What follows belongs to an exercise in optimizing a design on an open flow for small area, a short achievable clock period and few clock cycles per item; a production flow would make more cautious choices. At most, simulation tests tie the RTL to the original design; equivalence was not proved. Power is estimated from default activity; no workload was simulated.

== north ==
// polygon_convexity_check
module polygon_convexity_check #(
  parameter int COORD_WIDTH = 16
) (
  input  logic                          clk,
  input  logic                          rst,
  input  logic                          vertex_valid,
  output logic                          vertex_ready,
  input  logic signed [COORD_WIDTH-1:0] vertex_x,
  input  logic signed [COORD_WIDTH-1:0] vertex_y,
  input  logic                          last_vertex,
  output logic                          result_valid,
  input  logic                          result_ready,
  output logic                          is_convex,
  output logic                          too_few
);
For scale: ~2600 cells after synthesis, about 26000 µm² of cells after synthesis.
clock: 7.5 ns
lec_check: 0
abc_area: 1
cap_margin: 20
core_margin: 2
core_utilization: 55
place_density: 0.72
setup_slack_margin: 4.2
slew_margin: 20
run.sh (not shown) runs the stock make flow with config.mk's settings and CLKGATE_MAP_FILE= SYNTH_SCRIPT=/design/flow/synth_recipe.tcl, a recipe that flattens the netlist after the stock synthesis.
Testbench counts of north, summed over its fixed seeds: cycles 59,325, items 59,266.
Relative to north, the following input files were edited for south:
Settings: PLACE_DENSITY changed from 0.72 to 0.6; CORE_UTILIZATION changed from 55 to 40.
Summary — fraction of final layout cells with drive strength greater than 1, south relative to north: higher, by 0.73 points. In south, the post-detailed-routing wire length came out about 3.4% above the value in north. north → south: multi-input combinational area share decreased 0.41 points; starting density of the core decreased 15 points; headroom to the max-slew limit increased 6.8 points. The number of tap cells added at floorplan of south is higher than that of north. Combinational share of power for south is lower than for north. Of north and south, south shows the higher design area, with north below it. Changes observed in south relative to north: wire length of the first global-routing pass went up by about 3%; first-pass iteration count of the detailed router went down by 2; final instance count without filler cells went up by about 7%.
The inputs of east differ from those of south as listed below.
Settings: swapping 20 for 5 in SLEW_MARGIN; swapping 20 for 5 in CAP_MARGIN; swapping 4.2 for 4.0 in SETUP_SLACK_MARGIN.
--- outcome ---
Looking at final instance area, east sits 680 µm² below south. ~same clock-pin slew on the worst setup and hold paths in south and east. Re critical path depth: south and east aren't equal, and the higher value belongs to south. Relative to south, minimum period implied by the final worst setup slack increased by 55 ps in east. What east reported for non-clock buffer count in the final layout has to be multiplied by 1.3 to get the figure for south. [compare] base=south new=east: area of the multi-input gates moved down, overall power consumption lost 3.6%, combinational power has decreased, number of buffers inserted by port buffering essentially unchanged, number of setup violations in the final report did not really move.
Relative to east, the following input files were edited for west:
Settings: SLEW_MARGIN: 5 -> 20; CAP_MARGIN: 5 -> 20.
Notes after the runs:
- west went all the way through the flow, and no timing, DRC or antenna check failed.
- Power delta (east -> west): insignificant
- From east to west the numbers moved as follows: initial cell density of the core neither gained nor lost much, routing usage on met2 roughly the same, share of post-route cells with drive strength above 1 ~0 delta.

---

Another version of the RTL of polygon_convexity_check (not shown whole).
Size: roughly 2400 cells after synthesis, about 400 flip-flops, roughly 0.025 mm² of cells after synthesis.
Settings: LEC_CHECK=0, ABC_AREA=1, CAP_MARGIN=20, CORE_MARGIN=2, CORE_UTILIZATION=40, CTS_CLUSTER_DIAMETER=80, CTS_CLUSTER_SIZE=30, PLACE_DENSITY=0.6, SETUP_SLACK_MARGIN=4.6, SLEW_MARGIN=20; clock period 7.5 ns.
standard.sh (not shown) runs the stock make flow with config.mk's settings and CLKGATE_MAP_FILE= SYNTH_SCRIPT=/design/flow/synth_recipe.tcl, a recipe that flattens the netlist after the stock synthesis.
==> flow/flow/run.sh <==
#!/bin/bash
# Layout flow: the standard flow (standard.sh) unchanged except for one step in
# synthesis. Before Yosys's fine-grained synthesis runs ABC, the adder trees of the RTL
# (plain XOR / majority gates) are mapped to full- and half-adder cells, so ABC cannot
# restructure them first; extracting them afterwards leaves inverters between the adder
# cells. Everything else, including the registers, is the standard synthesis.
set -euo pipefail
HERE=$(pwd)
FL=$HERE/flow

# synthesis script: ORFS's synth.tcl with the early adder extraction inserted
python3 - "$FLOW_HOME/scripts/synth.tcl" "$HERE/synth_fa.tcl" <<'PYEOF'
import sys
src = open(sys.argv[1]).read()
anchor = """if {
  [env_var_exists_and_non_empty SYNTH_WRAPPED_OPERATORS] ||
  [env_var_exists_and_non_empty SWAP_ARITH_OPERATORS]
} {
  source $::env(SCRIPTS_DIR)/synth_wrap_operators.tcl
} else {"""
early = """# early full-adder extraction (this flow's only change to synthesis)
opt -fast -full
memory_map
opt -full
techmap -map +/techmap.v -map $::env(FLOW_HOME)/platforms/common/lcu_kogge_stone.v
opt -fast
extract_fa {*}[dont_use_extract_fa_args]
techmap -map $::env(ADDER_MAP_FILE)
opt -fast

"""
assert src.count(anchor) == 1, "synth.tcl anchor not found"
open(sys.argv[2], "w").write(src.replace(anchor, early + anchor))
PYEOF
# The standard flow's synthesis wrapper, sourcing the script above instead of synth.tcl
sed "s|\$::env(SCRIPTS_DIR)/synth.tcl|$HERE/synth_fa.tcl|" synth_recipe.tcl > synth_recipe_fa.tcl
grep -q "synth_fa.tcl" synth_recipe_fa.tcl
# standard.sh with that synthesis wrapper, for the synth target only
sed "s|SYNTH_SCRIPT=[^ ]*|SYNTH_SCRIPT=$HERE/synth_recipe_fa.tcl|" standard.sh > standard_fa.sh
grep -q "synth_recipe_fa.tcl" standard_fa.sh

bash standard_fa.sh synth > synth.log 2>&1
bash standard.sh finish > finish.log 2>&1
Testbench counts at the start, summed over its fixed seeds: cycles 59,325, items 59,266.
Change:
--- a/flow/flow/run.sh
+++ b/flow/flow/run.sh
@@ -5,4 +5,6 @@
 # restructure them first; extracting them afterwards leaves inverters between the adder
 # cells. Everything else, including the registers, is the standard synthesis.
+# Placement buffers every input and output port as the standard flow does, but with a
+# plain buffer cell (buf_2) instead of the delay cell buffer_ports picks by default.
 set -euo pipefail
 HERE=$(pwd)
@@ -41,3 +43,4 @@
 
 bash standard_fa.sh synth > synth.log 2>&1
+export BUFFER_PORTS_ARGS="-buffer_cell sky130_fd_sc_hd__buf_2"
 bash standard.sh finish > finish.log 2>&1
Settings changed: SETUP_SLACK_MARGIN 4.6 to 4.5.
Cell area came out lower by 5.3%.
Utilization came out lower by 2.5 points.
Global-route usage came out lower by 0.63 points.
Wire length came out lower by 5.0%.
Total power came out lower by 3.6%.
First-iteration DRC count came out higher by about 6%.
Area after synthesis stays the same.
Maximum frequency came out lower by about 2.3%.
Non-clock buffer count came out lower by 84.
Change:
Settings changed: SETUP_SLACK_MARGIN 4.5 to 4.8.
=> Hold slack barely changes; power went up by 8.5%; sequential power hardly moves; wire length went up by 7.5%; design area went up by 8.9%.
Change:
Settings changed: SETUP_SLACK_MARGIN 4.8 to 4.6, TNS_END_PERCENT set to 25.
What happened: Synthesized area does not change; synthesized cell count is unchanged; hold slack is about the same; die area stays the same; power is lower by 7.1%.

---

polygon_convexity_check, a different RTL version from the one above (not shown whole).
For scale: roughly 2500 cells after synthesis, about 41 I/O pins.
Settings: LEC_CHECK=0, ABC_AREA=1, CAP_MARGIN=20, CORE_MARGIN=2, CORE_UTILIZATION=40, PLACE_DENSITY=0.6, SETUP_SLACK_MARGIN=4.0, SLEW_MARGIN=20; clock period 7.5 ns.
==> flow/flow/run.sh <==
#!/bin/bash
# Layout flow: the standard flow (standard.sh) unchanged except for one step in
# synthesis. Before Yosys's fine-grained synthesis runs ABC, the adder trees of the RTL
# (plain XOR / majority gates) are mapped to full- and half-adder cells, so ABC cannot
# restructure them first; extracting them afterwards leaves inverters between the adder
# cells. Everything else, including the registers, is the standard synthesis.
set -euo pipefail
HERE=$(pwd)
FL=$HERE/flow

# synthesis script: ORFS's synth.tcl with the early adder extraction inserted
python3 - "$FLOW_HOME/scripts/synth.tcl" "$HERE/synth_fa.tcl" <<'PYEOF'
import sys
src = open(sys.argv[1]).read()
anchor = """if {
  [env_var_exists_and_non_empty SYNTH_WRAPPED_OPERATORS] ||
  [env_var_exists_and_non_empty SWAP_ARITH_OPERATORS]
} {
  source $::env(SCRIPTS_DIR)/synth_wrap_operators.tcl
} else {"""
early = """# early full-adder extraction (this flow's only change to synthesis)
opt -fast -full
memory_map
opt -full
techmap -map +/techmap.v -map $::env(FLOW_HOME)/platforms/common/lcu_kogge_stone.v
opt -fast
extract_fa {*}[dont_use_extract_fa_args]
techmap -map $::env(ADDER_MAP_FILE)
opt -fast

"""
assert src.count(anchor) == 1, "synth.tcl anchor not found"
open(sys.argv[2], "w").write(src.replace(anchor, early + anchor))
PYEOF
# The standard flow's synthesis wrapper, sourcing the script above instead of synth.tcl
sed "s|\$::env(SCRIPTS_DIR)/synth.tcl|$HERE/synth_fa.tcl|" synth_recipe.tcl > synth_recipe_fa.tcl
grep -q "synth_fa.tcl" synth_recipe_fa.tcl
# standard.sh with that synthesis wrapper, for the synth target only
sed "s|SYNTH_SCRIPT=[^ ]*|SYNTH_SCRIPT=$HERE/synth_recipe_fa.tcl|" standard.sh > standard_fa.sh
grep -q "synth_recipe_fa.tcl" standard_fa.sh

bash standard_fa.sh synth > synth.log 2>&1
bash standard.sh finish > finish.log 2>&1
Edit:
Settings changed: SETUP_SLACK_MARGIN 4.0 to 4.2.
Outcome: The changed run passed the timing, DRC and antenna checks. Routed wire length goes up by about 5%. Clock skew stays flat. Worst setup slack gets better by 0.15 ns. Utilization goes up by 1.8 points. Total power goes up by 2.1%. Via count goes up by about 4%. Clock-buffer cell count goes up by 6. Die area does not change. Final area goes up by 4.0%. Combinational power goes up by about 1%. Hold slack gets worse by 0.0040 ns.
No functional check of the RTL was part of any run of this note.

---

polygon_convexity_check, a different RTL version from the one above (not shown whole).
For scale: roughly 2900 cells after synthesis, roughly 390 flip-flops, about 41 I/O pins.
make LEC_CHECK=0 ABC_AREA=1 CAP_MARGIN=20 CORE_MARGIN=2 CORE_UTILIZATION=55 PLACE_DENSITY=0.7 SETUP_SLACK_MARGIN=4.5 SLEW_MARGIN=20 finish   # period 7.5 ns
run.sh (not shown) runs the stock make flow with config.mk's settings and CLKGATE_MAP_FILE= SYNTH_SCRIPT=/design/flow/synth_recipe.tcl, a recipe that flattens the netlist after the stock synthesis.
Stock flow here: none of the scripts above is used.
Testbench counts at the start, summed over its fixed seeds: cycles 59,325, items 59,266.
Rerun with:
--- a/flow/config.mk
+++ b/flow/config.mk
@@ -10,5 +10,6 @@
 export CORE_MARGIN = 2
-export CORE_UTILIZATION = 55
-export PLACE_DENSITY = 0.7
-export SETUP_SLACK_MARGIN = 4.5
+export CORE_UTILIZATION = 40
+export PLACE_DENSITY = 0.6
+export SETUP_SLACK_MARGIN = 4.0
 export SLEW_MARGIN = 20
+export TNS_END_PERCENT = 10
After rerunning: The new run ran to the end with no violations. Cell count rises by 1.1%. Clock-buffer cell count shrinks by 2. Clock skew is higher by 23 ps. Cell area is lower by 10%. Fmax came out lower by 3.4%. Die area went up by 37%. Wire length goes down by 13%. Worst hold slack gains 4.7 ps. Non-clock buffer count shrinks by 211. Flip-flop and latch count is unchanged.
Rerun with:
--- a/flow/config.mk
+++ b/flow/config.mk
@@ -7,3 +7,2 @@
 export LEC_CHECK = 0
-export ABC_AREA = 1
 export CAP_MARGIN = 20
@@ -12,4 +11,2 @@
 export PLACE_DENSITY = 0.6
-export SETUP_SLACK_MARGIN = 4.0
 export SLEW_MARGIN = 20
-export TNS_END_PERCENT = 10
=> Synthesized area rises by 19%; die area increases by 19%; non-clock buffer count came out higher by 52; setup slack got worse by 680 ps; sequential power is about the same; via count went up by 41%; final cell count went up by 23%; count of clock-buffer cells in the layout rose by 3; clock power grows by about 7%; wire length is higher by about 44%.
Rerun with:
--- a/flow/config.mk
+++ b/flow/config.mk
@@ -7,2 +7,3 @@
 export LEC_CHECK = 0
+export ABC_AREA = 1
 export CAP_MARGIN = 20
@@ -11,2 +12,3 @@
 export PLACE_DENSITY = 0.6
+export SETUP_SLACK_MARGIN = 4.0
 export SLEW_MARGIN = 20
The new run passed the timing, DRC and antenna checks.
Power increases by 3.3%.
Synthesized cell count falls by 25%.
Register-to-register slack improves by 790 ps.
Area after synthesis shrinks by 16%.
Setup slack improved by 790 ps.

==> what the ideal ports hide <==
In the flow no input, the clock included, has a driving cell. The finished layouts below were timed again as built, in two steps. Step 1 (the two cells are an assumption about what drives the block):
set clk [get_ports {clk}]
set_driving_cell -lib_cell sky130_fd_sc_hd__clkbuf_16 $clk
set_driving_cell -lib_cell sky130_fd_sc_hd__buf_2 [delete_from_list [all_inputs] $clk]
Step 2 adds t to the input delays and takes it off the output delays; t is the mean of the earliest and latest rising clock arrival at the registers after step 1. Input paths then give back, and output paths get back, about the clock's delay inside the block. Slacks: no drivers / after step 1 / after step 2; pairs: no drivers / after step 1.
| run | t (ns) | slack for setup (ns) | worst setup path at the end |
|---|---|---|---|
| north | 0.638 | 4.046 / 4.046 / 3.742 | input to register |
| south | 0.637 | 4.050 / 4.050 / 3.746 | input to register |
| east | 0.647 | 3.995 / 3.995 / 3.546 | input to register |
| west | 0.647 | 3.995 / 3.995 / 3.546 | input to register |
| the first run of note 2 | 0.669 | 4.604 / 4.604 / 3.996 | input to register |
| the second run of note 2 | 0.656 | 4.536 / 4.536 / 4.078 | input to register |
| the third run of note 2 | 0.657 | 4.600 / 4.600 / 4.170 | input to register |
| the fourth run of note 2 | 0.636 | 4.584 / 4.584 / 4.098 | input to register |
| the first run of note 3 | 0.629 | 3.995 / 3.995 / 3.575 | input to register |
| the second run of note 3 | 0.630 | 4.145 / 4.145 / 3.708 | input to register |
| the first run of note 4 | 0.647 | 4.045 / 4.045 / 3.982 | input to register |
| the second run of note 4 | 0.643 | 3.925 / 3.925 / 3.517 | input to register |
| the third run of note 4 | 0.664 | 3.242 / 3.242 / 3.150 | input to register |
| the fourth run of note 4 | 0.645 | 4.033 / 4.033 / 3.609 | input to register |
After both steps every run listed still meets setup and hold. The setup slack of the first run of note 2, which loses most, moves by 0.000 ns with the drivers and by -0.608 ns with both steps.
